This design comes from an exercise in tuning for small area on the open sky130 flow, not from production work.
Where RTL was checked, it was by simulation tests only, not by an equivalence proof against the original.
Power and IR drop assume default switching activity.

Setup of run A:
==> flow/design.v (excerpt) <==
module tcpStream #(
	parameter int fifoDepth = 64
) (
	input  wire                  CLOCK,
	input  wire                  rst,
	input  wire                  newPkt,
	input  wire                  dataValid,
	input  wire tcpStreamPkg::byteT   data,
	input  wire tcpStreamPkg::ipAddrT srcIp,
	input  wire tcpStreamPkg::portT   srcPort,
	input  wire tcpStreamPkg::ipAddrT dstIp,
	input  wire tcpStreamPkg::portT   dstPort,
	input  wire                  outReady,
	output logic                 outValid,
	output tcpStreamPkg::byteT   outData,
	output logic                 outFirst,
	output logic                 dropped,
	output logic                 gapped
);
Size in the first run: about 2600 cells after synthesis, about 700 flip-flops, roughly 120 I/O pins, about 29000 um2 of cells after synthesis.
export LEC_CHECK = 0
export CAP_MARGIN = 10
export CORE_MARGIN = 2
export CORE_UTILIZATION = 55
export PLACE_DENSITY = 0.7
export SLEW_MARGIN = 10
create_clock -name core_clock -period 6.0 [get_ports {CLOCK}]
standard.sh (not shown) runs the stock make flow with config.mk's settings and CLKGATE_MAP_FILE= SYNTH_SCRIPT=/design/flow/synth_recipe.tcl, a recipe that flattens the netlist after the stock synthesis.
==> flow/flow/run.sh <==
#!/bin/bash
set -o pipefail
export BUFFER_PORTS_ARGS="-buffer_cell sky130_fd_sc_hd__buf_1"
export CTS_ARGS="-sink_clustering_enable -repair_clock_nets -dont_use_dummy_load -buf_list sky130_fd_sc_hd__clkbuf_4 -sink_clustering_size 12 -sink_clustering_max_diameter 30"
bash standard.sh > standard.log 2>&1
Here is what was changed in the inputs of run B compared with run A.
# run A
export LEC_CHECK = 0
export CAP_MARGIN = 10
export CORE_MARGIN = 2
export CORE_UTILIZATION = 55
export PLACE_DENSITY = 0.7
export SLEW_MARGIN = 10
create_clock -name core_clock -period 6.0 [get_ports {CLOCK}]
# run B
export LEC_CHECK = 0
export CAP_MARGIN = 10
export CORE_MARGIN = 2
export CORE_UTILIZATION = 62
export PLACE_DENSITY = 0.75
export SLEW_MARGIN = 10
create_clock -name core_clock -period 6.0 [get_ports {CLOCK}]
==> flow/flow/run.sh <==
#!/bin/bash
set -o pipefail
export BUFFER_PORTS_ARGS="-buffer_cell sky130_fd_sc_hd__buf_1"
export CTS_ARGS="-sink_clustering_enable -repair_clock_nets -dont_use_dummy_load -buf_list sky130_fd_sc_hd__clkbuf_4 -sink_clustering_size 10 -sink_clustering_max_diameter 40"
bash standard.sh > standard.log 2>&1
Notes after the runs:
Run B: flow completed, timing, DRC and antenna clean
Of the two values seen for highest metal layer used by the detailed router, met5 was produced by run A and met4 by run B.
On run B: number of DRC markers in iteration 0 is 28% higher than what run A gave.
Min critical path depth across run B and run A: run B
Between run B and run A, the difference in share of final layout cell area taken by non-clock buffers is negligible.
The minimum setup slack in the final design of run B was superior to that of run A.
Diff run A -> run B: final net count dropped 0.81%; setup slack at placement went up 0.23 ns; non-clock buffer count went up.
[inputs] run C vs run B
# run B
export LEC_CHECK = 0
export CAP_MARGIN = 10
export CORE_MARGIN = 2
export CORE_UTILIZATION = 62
export PLACE_DENSITY = 0.75
export SLEW_MARGIN = 10
create_clock -name core_clock -period 6.0 [get_ports {CLOCK}]
# run C
export LEC_CHECK = 0
export CAP_MARGIN = 10
export CORE_MARGIN = 2
export CORE_UTILIZATION = 55
export PLACE_DENSITY = 0.7
export SLEW_MARGIN = 10
create_clock -name core_clock -period 6.0 [get_ports {CLOCK}]
[summary]
Run B vs run C, highest metal layer with signal wires: met4 vs met5. On run C: sequential share of layout area is 0.25 points lower than what run B gave. Run C ended with less placement-stage worst setup slack than run B. Going from run B to run C, routed wire length has increased; power per cell area barely changed; detailed placement HPWL went up 2.0%; inverter count of the layout excluding clock inverters did not really move. Area added between synthesis and finish ended up 0.54 points higher on run C than on run B. Delta(die footprint, run C - run B) > 0. Taking run B as the reference, in run C met1 track demand over resource shrank by 8.1 points, proportion of cell area spent on the clock network has remained practically unchanged.

---

Another version of the RTL of tcpStream (not shown whole).
Size in the first run: ~1800 cells after synthesis, roughly 700 flip-flops, roughly 120 I/O pins, about 0.029 mm^2 of cells after synthesis.
Design tcpStream, start of the top module:
module tcpStream #(
	parameter int fifoDepth = 64
) (
	input  wire                  CLOCK,
	input  wire                  rst,
	input  wire                  newPkt,
	input  wire                  dataValid,
	input  wire tcpStreamPkg::byteT   data,
	input  wire tcpStreamPkg::ipAddrT srcIp,
	input  wire tcpStreamPkg::portT   srcPort,
	input  wire tcpStreamPkg::ipAddrT dstIp,
	input  wire tcpStreamPkg::portT   dstPort,
	input  wire                  outReady,
	output logic                 outValid,
	output tcpStreamPkg::byteT   outData,
	output logic                 outFirst,
	output logic                 dropped,
	output logic                 gapped
);
Settings: LEC_CHECK=0, CAP_MARGIN=20, CORE_MARGIN=2, CORE_UTILIZATION=40, CTS_BUF_LIST=sky130_fd_sc_hd__clkbuf_4, PLACE_DENSITY=0.6, SLEW_MARGIN=20; clock period 6.0 ns.
run.sh (not shown) runs the stock make flow with config.mk's settings and CLKGATE_MAP_FILE= SYNTH_SCRIPT=/design/flow/synth_recipe.tcl, a recipe that flattens the netlist after the stock synthesis.
Stock flow here: none of the scripts above is used.
The first run passed the timing, DRC and antenna checks.
Edit:
- CTS_BUF_LIST: sky130_fd_sc_hd__clkbuf_4 -> unset
The changed run completed, yet does not pass: negative setup slack.
Clock-buffer cell count goes down by 162.
Setup slack loses 0.11 ns.
Combinational power stays flat.
Final area goes up by 0.47%.
Utilization goes up by 0.22 points.
Critical path depth goes down by 2.
Wire length goes down by 1.2%.
Sequential power is about the same.
Synthesized cell count is unchanged.
Non-clock buffer count stays the same.

---

Another version of the RTL of tcpStream (not shown whole).
Size in the first run: roughly 700 flip-flops, roughly 29000 um2 of cells after synthesis.
Settings: LEC_CHECK=0, CAP_MARGIN=20, CORE_MARGIN=2, CORE_UTILIZATION=55, PLACE_DENSITY=0.7, SLEW_MARGIN=20; clock period 6.0 ns.
standard.sh (not shown) runs the stock make flow with config.mk's settings and CLKGATE_MAP_FILE= SYNTH_SCRIPT=/design/flow/synth_recipe.tcl, a recipe that flattens the netlist after the stock synthesis.
==> flow/flow/run.sh <==
#!/bin/bash
set -o pipefail
export BUFFER_PORTS_ARGS="-buffer_cell sky130_fd_sc_hd__buf_1"
export CTS_ARGS="-sink_clustering_enable -repair_clock_nets -dont_use_dummy_load -root_buf sky130_fd_sc_hd__clkbuf_16 -buf_list sky130_fd_sc_hd__clkbuf_4 -sink_clustering_size 10 -sink_clustering_max_diameter 40"
bash standard.sh > standard.log 2>&1
The baseline ran to the end with no violations.
==> next run, changes <==
==> flow/flow/run.sh (replaced) <==
#!/bin/bash
set -o pipefail
export BUFFER_PORTS_ARGS="-buffer_cell sky130_fd_sc_hd__buf_1"
export CTS_ARGS="-sink_clustering_enable -repair_clock_nets -dont_use_dummy_load -root_buf sky130_fd_sc_hd__clkbuf_16 -buf_list sky130_fd_sc_hd__clkbuf_8 -sink_clustering_size 16 -sink_clustering_max_diameter 50"
bash standard.sh > standard.log 2>&1
The changed run completed with no timing, DRC or antenna violations; via count shrinks slightly; count of clock-buffer cells in the layout decreases by 29; total power grows slightly; worst setup slack gets better by 0.0081 ns; wire length went down slightly; utilization came out higher by 0.29 points.

---

tcpStream, a different RTL version from the one above (not shown whole).
Size in the first run: about 1900 cells after synthesis, roughly 700 flip-flops, roughly 120 I/O pins, about 29000 µm² of cells after synthesis.
clock: 6.0 ns
lec_check: 0
cap_margin: 20
core_margin: 2
core_utilization: 55
place_density: 0.7
slew_margin: 20
==> flow/flow/run.sh <==
#!/bin/bash
set -o pipefail
export BUFFER_PORTS_ARGS="-buffer_cell sky130_fd_sc_hd__buf_1"
export CTS_ARGS="-sink_clustering_enable -repair_clock_nets -dont_use_dummy_load -buf_list sky130_fd_sc_hd__clkbuf_4 -sink_clustering_size 10 -sink_clustering_max_diameter 40"
bash standard.sh > standard.log 2>&1
The starting point ran to the end with no violations.
==> next run, changes <==
- CAP_MARGIN: 20 -> 10
- SLEW_MARGIN: 20 -> 10
Outcome:
- The new run ran to the end with no violations
- die area does not change
- synthesized cell count is unchanged
- cell area hardly moves
- clock skew fell by 0.020 ns
- wire length stays flat
- flip-flop and latch count is unchanged
- sequential power hardly moves

---

Setup of P:
tcpStream, a different RTL version from the one above (not shown whole).
For scale: about 120 I/O pins, about 29000 sq um of cells after synthesis.
clock: 6.0 ns
lec_check: 0
cap_margin: 20
core_margin: 2
core_utilization: 40
cts_buf_list: sky130_fd_sc_hd__clkbuf_4
place_density: 0.6
slew_margin: 20
==> flow/flow/run.sh <==
#!/bin/bash
set -o pipefail
export BUFFER_PORTS_ARGS="-buffer_cell sky130_fd_sc_hd__buf_1"
bash standard.sh > standard.log 2>&1
The following lists how Q was set up differently from P:
Settings: PLACE_DENSITY now 0.7, was 0.6; CORE_UTILIZATION now 55, was 40.
==> flow/flow/run.sh <==
#!/bin/bash
set -o pipefail
export BUFFER_PORTS_ARGS="-buffer_cell sky130_fd_sc_hd__buf_1"
export CTS_ARGS="-sink_clustering_enable -repair_clock_nets -dont_use_dummy_load -root_buf sky130_fd_sc_hd__clkbuf_16 -buf_list sky130_fd_sc_hd__clkbuf_4"
bash standard.sh > standard.log 2>&1
Notes after the runs:
Q vs P — proportion of cell area spent on the clock network dropped 2.8 points.
Number of sinks driven by the clock tree came out exactly the same in Q and P.
The minimum setup slack in the final design of Q was superior to that of P.
Taking P as the reference, in Q clock-buffer cell count lower, total net switching power lower, die height lower.
Edits applied to the flow inputs when going from Q to R:
Settings: changing CORE_UTILIZATION from 55 to 40; changing PLACE_DENSITY from 0.7 to 0.6.
==> comparison <==
- Area: R vs Q -> R larger
- ~same multi-input logic area in Q and R
- Comparing Q and R, the higher final critical-path required period is on R.
- Diff Q -> R | worst slack at placement | decrease of 0.072 ns
No run of this note included a check of the RTL's function; only the layout flow was run.

---

## the baseline
Another version of the RTL of tcpStream (not shown whole).
Size in the first run: ~2700 cells after synthesis, roughly 700 flip-flops, about 120 I/O pins, about 28000 um^2 of cells after synthesis.
==> flow/design.v (excerpt) <==
module tcpStream #(
	parameter int fifoDepth = 64
) (
	input  wire                  CLOCK,
	input  wire                  rst,
	input  wire                  newPkt,
	input  wire                  dataValid,
	input  wire tcpStreamPkg::byteT   data,
	input  wire tcpStreamPkg::ipAddrT srcIp,
	input  wire tcpStreamPkg::portT   srcPort,
	input  wire tcpStreamPkg::ipAddrT dstIp,
	input  wire tcpStreamPkg::portT   dstPort,
	input  wire                  outReady,
	output logic                 outValid,
	output tcpStreamPkg::byteT   outData,
	output logic                 outFirst,
	output logic                 dropped,
	output logic                 gapped
);
export LEC_CHECK = 0
export CAP_MARGIN = 10
export CORE_MARGIN = 2
export CORE_UTILIZATION = 62
export PLACE_DENSITY = 0.75
export SLEW_MARGIN = 10
create_clock -name core_clock -period 6.0 [get_ports {CLOCK}]
==> flow/flow/run.sh <==
#!/bin/bash
set -o pipefail
export BUFFER_PORTS_ARGS="-buffer_cell sky130_fd_sc_hd__buf_1"
export CTS_ARGS="-sink_clustering_enable -repair_clock_nets -dont_use_dummy_load -buf_list sky130_fd_sc_hd__clkbuf_4 -sink_clustering_size 10 -sink_clustering_max_diameter 40"
bash standard.sh > standard.log 2>&1
For the candidate, these inputs were changed with respect to the baseline:
Settings: swapping 62 for 55 in CORE_UTILIZATION; swapping 0.75 for 0.7 in PLACE_DENSITY.
--- outcome ---
- Against the baseline, the candidate reports a first-pass GRT wire length that is higher.
- Time the worst path needs with I/O delays and setup (higher): the baseline
- Combinational fraction of design power: the candidate vs the baseline — no meaningful difference
- The candidate vs. the baseline: hold slack now larger; routed wire length climbed 2100 um; sequential share of layout area fell by 0.26 points.

static timing again, ports no longer ideal:
Ports are ideal in the flow. The routed layouts listed here were re-timed in OpenROAD.
Step 1 assumes that a clkbuf_16 drives the clock port and a buf_2 every other input.
Step 2, shift: input delay + t, output delay - t, t = (earliest + latest rising clock arrival at the registers) / 2. This alone moves slack from input paths to output paths.
a / b / c = ideal / step 1 / step 2; a / b = the first two.
| run | t (ns) | setup slack, ns | latest minus earliest clock arrival (ns) | worst slew at a driven data input, ns |
|---|---|---|---|---|
| run A | 0.968 | 0.386 / 0.323 / 1.291 | 0.091 / 0.091 | 0.05 |
| run B | 0.910 | 0.601 / 0.546 / 1.457 | 0.101 / 0.101 | 0.05 |
| run C | 0.942 | 0.338 / 0.278 / 1.220 | 0.111 / 0.111 | 0.04 |
| the first run of note 2 | 1.094 | 0.031 / -0.026 / 1.068 | 0.115 / 0.115 | 0.06 |
| the second run of note 2 | 0.688 | -0.076 / -0.145 / 0.542 | 0.058 / 0.057 | 0.06 |
| the first run of note 3 | 0.625 | 0.840 / 0.782 / 1.406 | 0.093 / 0.093 | 0.06 |
| the second run of note 3 | 0.618 | 0.848 / 0.791 / 1.409 | 0.084 / 0.084 | 0.06 |
| the first run of note 4 | 0.867 | 0.513 / 0.461 / 1.328 | 0.161 / 0.161 | 0.13 |
| the second run of note 4 | 0.896 | 0.475 / 0.419 / 1.315 | 0.156 / 0.156 | 0.13 |
| P | 1.093 | 0.093 / 0.030 / 1.124 | 0.089 / 0.089 | 0.04 |
| Q | 0.744 | 0.362 / 0.301 / 1.045 | 0.084 / 0.083 | 0.06 |
| R | 0.770 | 0.232 / 0.164 / 0.934 | 0.160 / 0.159 | 0.04 |
| the baseline | 0.913 | 0.539 / 0.482 / 1.395 | 0.112 / 0.112 | 0.05 |
| the candidate | 0.936 | 0.542 / 0.484 / 1.421 | 0.091 / 0.091 | 0.05 |
